This is an optimization exercise on Yosys and OpenROAD, whose aim is small area, not a production implementation.
The RTL was checked by simulation tests, not by an equivalence proof against the original design.

==> run a: inputs <==
// rgb_to_hsl_converter_core
module rgb_to_hsl_converter_core #(
  parameter int HUE_BITS = 12
) (
  input  logic                clk,
  input  logic                rst,
  input  logic                start,
  output logic                busy,
  input  logic [23:0]         pixel,
  output logic                done,
  output logic [HUE_BITS-1:0] hue,
  output logic [7:0]          saturation,
  output logic [7:0]          lightness,
  output logic                achromatic
);
export LEC_CHECK = 0
export ABC_AREA = 1
export CAP_MARGIN = 20
export CORE_MARGIN = 2
export CORE_UTILIZATION = 40
export CTS_CLUSTER_DIAMETER = 120
export CTS_CLUSTER_SIZE = 32
export SLEW_MARGIN = 20
create_clock -name core_clock -period 5.5 [get_ports {clk}]
standard.sh (not shown) runs the stock make flow with config.mk's settings and CLKGATE_MAP_FILE= SYNTH_SCRIPT=/design/flow/synth_recipe.tcl, a recipe that flattens the netlist after the stock synthesis.
==> flow/flow/run.sh <==
#!/bin/bash
# The standard layout (standard.sh) with two changes:
#  - synthesis maps the logic with the ABC script below (choice computation
#    with -f, mapping, buffering and downsizing, but no upsizing) instead of
#    ORFS's abc_area.script; registers are untouched, as ABC runs after they
#    are mapped, and the rest of ORFS's synthesis is the same;
#  - every port is buffered by a buf_1 instead of the delay buffer that
#    buffer_ports picks by default.
# Each tool's full output lands in make.log and under orfs/logs/.
set -euo pipefail
rm -rf scripts
cp -r "$FLOW_HOME/scripts" scripts
printf '%s\n' 'strash' 'dch -f' 'map -B 0.9' 'topo' 'stime -c' 'buffer -c' 'dnsize -c' > scripts/abc_area.script
bash standard.sh SCRIPTS_DIR="$PWD/scripts" BUFFER_PORTS_ARGS="-buffer_cell sky130_fd_sc_hd__buf_1" finish > make.log 2>&1
==> run b: changes against run a <==
==> flow/flow/run.sh (replaced) <==
#!/bin/bash
# The standard layout (standard.sh) with two changes:
#  - synthesis maps the logic with the ABC script below (choice computation
#    with -f, mapping, buffering and downsizing, but no upsizing) instead of
#    ORFS's abc_area.script; registers are untouched, as ABC runs after they
#    are mapped, and the rest of ORFS's synthesis is the same;
#  - every port is buffered by a buf_1 instead of the delay buffer that
#    buffer_ports picks by default.
# Each tool's full output lands in make.log and under orfs/logs/.
set -euo pipefail
rm -rf scripts
cp -r "$FLOW_HOME/scripts" scripts
printf '%s\n' 'strash' 'dc2' 'dch -f' 'map -B 0.9' 'topo' 'stime -c' 'buffer -c' 'dnsize -c' > scripts/abc_area.script
bash standard.sh SCRIPTS_DIR="$PWD/scripts" ADDER_MAP_FILE= BUFFER_PORTS_ARGS="-buffer_cell sky130_fd_sc_hd__buf_1" finish > make.log 2>&1
==> run c: changes against run a <==
--- a/flow/design.v
+++ b/flow/design.v
@@ -76,68 +76,61 @@
   logic [7:0] f0, delta0;
   logic [8:0] sum0;
   logic [2:0] k0;
   assign delta0 = hi - lo;
   assign f0     = fa - fb;
   assign sum0   = {1'b0, hi} + {1'b0, lo};
   assign k0     = {ks[3] | ks[4] | ks[5], ks[2] | ks[5], ks[1] | ks[4]};   
-  logic [8:0] sp1;
-  logic [7:0] den0;
-  logic       c0;
-  assign sp1  = sum0 + 9'd1;
-  assign c0   = sum0[8];
-  assign den0 = c0 ? ~sp1[7:0] : sum0[7:0];
   logic [7:0] r1_hf;
   always_ff @(posedge clk) r1_hf <= f0;
   logic [7:0] r1_hdelta;
   always_ff @(posedge clk) r1_hdelta <= delta0;
   logic [2:0] r1_k;
   always_ff @(posedge clk) r1_k <= k0;
-  logic [7:0] r1_sden;
-  always_ff @(posedge clk) r1_sden <= den0;
-  logic r1_sc;
-  always_ff @(posedge clk) r1_sc <= c0;
+  logic [8:0] r1_ssum;
+  always_ff @(posedge clk) r1_ssum <= sum0;
   logic [7:0] r1_sdelta;
   always_ff @(posedge clk) r1_sdelta <= delta0;
   logic [9:0] hi1_d3, hi1_e;
   logic [10:0] hi1_d5;
   assign hi1_d3 = {2'b0, r1_hdelta} + {1'b0, r1_hdelta, 1'b0};
   assign hi1_d5 = {3'b0, r1_hdelta} + {1'b0, r1_hdelta, 2'b0};
   assign hi1_e = (r1_k[1:0] == 2'd0) ? {1'b0, hi1_d3[9:1]} :
                (r1_k[1:0] == 2'd1) ? {3'b0, r1_hdelta[7:1]} : hi1_d5[10:1];
   logic [9:0] h2_r; logic h2_q;
-  rhsl_div #(.W(10)) u_h2 (.rem_in({1'b0, r1_hf, 1'b0}), .bit_in(hi1_e[9]), .divisor((hi1_d3 | {(r1_hdelta == 8'd0), 9'b0})), .rem_out(h2_r), .q(h2_q));
+  rhsl_div #(.W(10)) u_h2 (.rem_in({1'b0, r1_hf, 1'b0}), .bit_in(hi1_e[9]), .divisor(hi1_d3), .rem_out(h2_r), .q(h2_q));
   logic [9:0] h2_qv; assign h2_qv = 10'd0 | (10'(h2_q) << 9);
-  logic [8:0] si3_t;
-  assign si3_t = {2'b0, r1_sden[7:1]} - {1'b0, r1_sdelta};
-  logic [7:0] si3_lo;
-  assign si3_lo = si3_t[7:0];
+  logic [7:0] si3_den;
+  logic [8:0] si3_t, si3_ls;
+  assign si3_den = r1_ssum[8] ? 8'(9'd510 - r1_ssum) : r1_ssum[7:0];
+  assign si3_t   = {2'b0, si3_den[7:1]} - {1'b0, r1_sdelta};
+  assign si3_ls  = r1_ssum + 9'd1;
   logic [7:0] s4_r; logic s4_q;
-  rhsl_div #(.W(8)) u_s4 (.rem_in((r1_sdelta - {7'b0, si3_t[8]})), .bit_in(si3_lo[7]), .divisor(r1_sden), .rem_out(s4_r), .q(s4_q));
+  rhsl_div #(.W(8)) u_s4 (.rem_in((r1_sdelta - {7'b0, si3_t[8]})), .bit_in(si3_t[7:0][7]), .divisor(si3_den), .rem_out(s4_r), .q(s4_q));
   logic [7:0] s4_qv; assign s4_qv = 8'd0 | (8'(s4_q) << 7);
   logic [2:0] r2_k;
   always_ff @(posedge clk) r2_k <= r1_k;
-  logic r2_sc;
-  always_ff @(posedge clk) r2_sc <= r1_sc;
   logic [9:0] r2_hr;
   always_ff @(posedge clk) r2_hr <= h2_r;
   logic [9:0] r2_hd;
-  always_ff @(posedge clk) r2_hd <= (hi1_d3 | {(r1_hdelta == 8'd0), 9'b0});
+  always_ff @(posedge clk) r2_hd <= hi1_d3;
   logic [9:0] r2_he;
   always_ff @(posedge clk) r2_he <= hi1_e;
   logic [9:0] r2_hq;
   always_ff @(posedge clk) r2_hq <= h2_qv;
   logic [7:0] r2_sr;
   always_ff @(posedge clk) r2_sr <= s4_r;
   logic [7:0] r2_sd;
-  always_ff @(posedge clk) r2_sd <= r1_sden;
+  always_ff @(posedge clk) r2_sd <= si3_den;
   logic [7:0] r2_se;
-  always_ff @(posedge clk) r2_se <= si3_lo;
+  always_ff @(posedge clk) r2_se <= si3_t[7:0];
   logic [7:0] r2_sq;
   always_ff @(posedge clk) r2_sq <= s4_qv;
+  logic r2_sc;
+  always_ff @(posedge clk) r2_sc <= r1_ssum[8];
   logic [9:0] h5_r; logic h5_q;
   rhsl_div #(.W(10)) u_h5 (.rem_in(r2_hr), .bit_in(r2_he[8]), .divisor(r2_hd), .rem_out(h5_r), .q(h5_q));
   logic [9:0] h5_qv; assign h5_qv = r2_hq | (10'(h5_q) << 8);
   logic [9:0] h6_r; logic h6_q;
   rhsl_div #(.W(10)) u_h6 (.rem_in(h5_r), .bit_in(r2_he[7]), .divisor(r2_hd), .rem_out(h6_r), .q(h6_q));
   logic [9:0] h6_qv; assign h6_qv = h5_qv | (10'(h6_q) << 7);
   logic [9:0] h7_r; logic h7_q;
@@ -147,16 +140,14 @@
   rhsl_div #(.W(8)) u_s8 (.rem_in(r2_sr), .bit_in(r2_se[6]), .divisor(r2_sd), .rem_out(s8_r), .q(s8_q));
   logic [7:0] s8_qv; assign s8_qv = r2_sq | (8'(s8_q) << 6);
   logic [7:0] s9_r; logic s9_q;
   rhsl_div #(.W(8)) u_s9 (.rem_in(s8_r), .bit_in(r2_se[5]), .divisor(r2_sd), .rem_out(s9_r), .q(s9_q));
   logic [7:0] s9_qv; assign s9_qv = s8_qv | (8'(s9_q) << 5);
   logic [2:0] r3_k;
   always_ff @(posedge clk) r3_k <= r2_k;
-  logic r3_sc;
-  always_ff @(posedge clk) r3_sc <= r2_sc;
   logic [9:0] r3_hr;
   always_ff @(posedge clk) r3_hr <= h7_r;
   logic [9:0] r3_hd;
   always_ff @(posedge clk) r3_hd <= r2_hd;
   logic [9:0] r3_he;
   always_ff @(posedge clk) r3_he <= r2_he;
   logic [9:0] r3_hq;
@@ -165,14 +156,16 @@
   always_ff @(posedge clk) r3_sr <= s9_r;
   logic [7:0] r3_sd;
   always_ff @(posedge clk) r3_sd <= r2_sd;
   logic [7:0] r3_se;
   always_ff @(posedge clk) r3_se <= r2_se;
   logic [7:0] r3_sq;
   always_ff @(posedge clk) r3_sq <= s9_qv;
+  logic r3_sc;
+  always_ff @(posedge clk) r3_sc <= r2_sc;
   logic [9:0] h10_r; logic h10_q;
   rhsl_div #(.W(10)) u_h10 (.rem_in(r3_hr), .bit_in(r3_he[5]), .divisor(r3_hd), .rem_out(h10_r), .q(h10_q));
   logic [9:0] h10_qv; assign h10_qv = r3_hq | (10'(h10_q) << 5);
   logic [9:0] h11_r; logic h11_q;
   rhsl_div #(.W(10)) u_h11 (.rem_in(h10_r), .bit_in(r3_he[4]), .divisor(r3_hd), .rem_out(h11_r), .q(h11_q));
   logic [9:0] h11_qv; assign h11_qv = h10_qv | (10'(h11_q) << 4);
   logic [9:0] h12_r; logic h12_q;
@@ -185,16 +178,14 @@
   rhsl_div #(.W(8)) u_s14 (.rem_in(s13_r), .bit_in(r3_se[3]), .divisor(r3_sd), .rem_out(s14_r), .q(s14_q));
   logic [7:0] s14_qv; assign s14_qv = s13_qv | (8'(s14_q) << 3);
   logic [7:0] s15_r; logic s15_q;
   rhsl_div #(.W(8)) u_s15 (.rem_in(s14_r), .bit_in(r3_se[2]), .divisor(r3_sd), .rem_out(s15_r), .q(s15_q));
   logic [7:0] s15_qv; assign s15_qv = s14_qv | (8'(s15_q) << 2);
   logic [2:0] r4_k;
   always_ff @(posedge clk) r4_k <= r3_k;
-  logic r4_sc;
-  always_ff @(posedge clk) r4_sc <= r3_sc;
   logic [9:0] r4_hr;
   always_ff @(posedge clk) r4_hr <= h12_r;
   logic [9:0] r4_hd;
   always_ff @(posedge clk) r4_hd <= r3_hd;
   logic [9:0] r4_he;
   always_ff @(posedge clk) r4_he <= r3_he;
   logic [9:0] r4_hq;
@@ -203,14 +194,16 @@
   always_ff @(posedge clk) r4_sr <= s15_r;
   logic [7:0] r4_sd;
   always_ff @(posedge clk) r4_sd <= r3_sd;
   logic [7:0] r4_se;
   always_ff @(posedge clk) r4_se <= r3_se;
   logic [7:0] r4_sq;
   always_ff @(posedge clk) r4_sq <= s15_qv;
+  logic r4_sc;
+  always_ff @(posedge clk) r4_sc <= r3_sc;
   logic [9:0] h16_r; logic h16_q;
   rhsl_div #(.W(10)) u_h16 (.rem_in(r4_hr), .bit_in(r4_he[2]), .divisor(r4_hd), .rem_out(h16_r), .q(h16_q));
   logic [9:0] h16_qv; assign h16_qv = r4_hq | (10'(h16_q) << 2);
   logic [9:0] h17_r; logic h17_q;
   rhsl_div #(.W(10)) u_h17 (.rem_in(h16_r), .bit_in(r4_he[1]), .divisor(r4_hd), .rem_out(h17_r), .q(h17_q));
   logic [9:0] h17_qv; assign h17_qv = h16_qv | (10'(h17_q) << 1);
   logic [9:0] h18_r; logic h18_q;
@@ -227,23 +220,23 @@
   logic [2:0] r5_k;
   always_ff @(posedge clk) r5_k <= r4_k;
   logic [9:0] r5_hq;
   always_ff @(posedge clk) r5_hq <= h18_qv;
   logic [7:0] r5_sq;
   always_ff @(posedge clk) r5_sq <= s20_qv;
   logic r5_gray;
-  always_ff @(posedge clk) r5_gray <= (r4_hd == 10'd512);
+  always_ff @(posedge clk) r5_gray <= (r4_hd == 10'd0);
   logic [7:0] r5_light;
   always_ff @(posedge clk) r5_light <= lt21_l;
   logic [4:0] v;
   always_ff @(posedge clk) begin
     if (rst) v <= '0;
     else v <= {v[3:0], start};
   end
   assign done = v[4];
   logic [10:0] kb;
   assign kb = (r5_k[1:0] == 2'd1) ? 11'd683 : (r5_k[1:0] == 2'd2) ? 11'd1365 : 11'd0;
-  assign hue        = {r5_k[2], 11'(kb + {1'b0, r5_hq})};
+  assign hue        = r5_gray ? '0 : {r5_k[2], 11'(kb + {1'b0, r5_hq})};
   assign saturation = r5_gray ? '0 : r5_sq;
   assign lightness  = r5_light;
   assign achromatic = r5_gray;
 endmodule
==> flow/flow/run.sh (replaced) <==
#!/bin/bash
# The standard layout, with every port buffered by a buf_1 instead of the
# delay buffer buffer_ports picks by default. Everything else is the standard flow's own
# flow (standard.sh), synthesis included.
set -euo pipefail
bash standard.sh BUFFER_PORTS_ARGS="-buffer_cell sky130_fd_sc_hd__buf_1" finish > make.log 2>&1
CTS_CLUSTER_DIAMETER = 100   (was 120)
CTS_CLUSTER_SIZE = 24   (was 32)
==> comparison table <==
	run b	run a	run c
Outcome	failed layout checks	complete, no violations	complete, no violations
Layout check failures	negative setup slack	-	-
Count of multi-input gates	1450	1586	1578
# Taps	442	468	511
Maximum clock frequency	0.152 GHz	0.207 GHz	0.196 GHz
Fin area	0.0203 mm2	0.0158 mm2	0.0165 mm2
Total number of vias	15094	12635	12921
Total length of routed met3 wires	1.83 mm	710 um	902 um
Fraction of area in multi-input gates	45.8%	54.8%	55.2%
Sink of the worst hold path	r5_k[0]$_DFF_P_	r3_k[0]$_DFF_P_	r5_k[1]$_DFF_P_
Count of non-CTS inverters in the layout	303	337	323
Final worst setup slack	-1.07 ns	0.664 ns	0.402 ns
Data required time at the worst endpoint	5.88 ns	5.86 ns	5.86 ns
Count of cell instances traversed by the critical path	60	27	31
Proportion of synthesized chip area in sequential cells	35.1%	31.8%	30.8%
Simple-gate share of the synthesized area	32.7%	31.4%	32.9%
Post-synthesis cell area	0.0133 mm2	0.0147 mm2	0.0151 mm2
Number of vias per cell after detailed routing	4.98	4.67	4.70

## separate check: timing with driven ports
In the flow no input, the clock included, has a driving cell. The finished layouts below were timed again as built, in two steps. Step 1, drivers: a clkbuf_16 drives clk and a buf_2 each remaining input, both assumed. Step 2 adds t to the input delays and takes it off the output delays; t is the mean of the earliest and latest rising clock arrival at the registers after step 1. Input paths then give back, and output paths get back, about the clock's delay inside the block. Slacks: no drivers / after step 1 / after step 2; pairs: no drivers / after step 1.
| run | t, ns | setup WS [ns] | clock arrival spread, ns | slew at the worst register clock pin (ns) | worst data-port slew with drivers (ns) |
|---|---|---|---|---|---|
| run a | 0.513 | 0.664 / 0.664 / 0.292 | 0.025 / 0.024 | 0.12 / 0.12 | 0.05 |
| run b | 0.526 | -1.069 / -1.069 / -1.069 | 0.036 / 0.036 | 0.12 / 0.12 | 0.05 |
| run c | 0.513 | 0.402 / 0.402 / 0.318 | 0.014 / 0.014 | 0.09 / 0.09 | 0.03 |
The setup slack of run a, which loses most, moves by 0.000 ns with the drivers and by -0.372 ns with both steps.
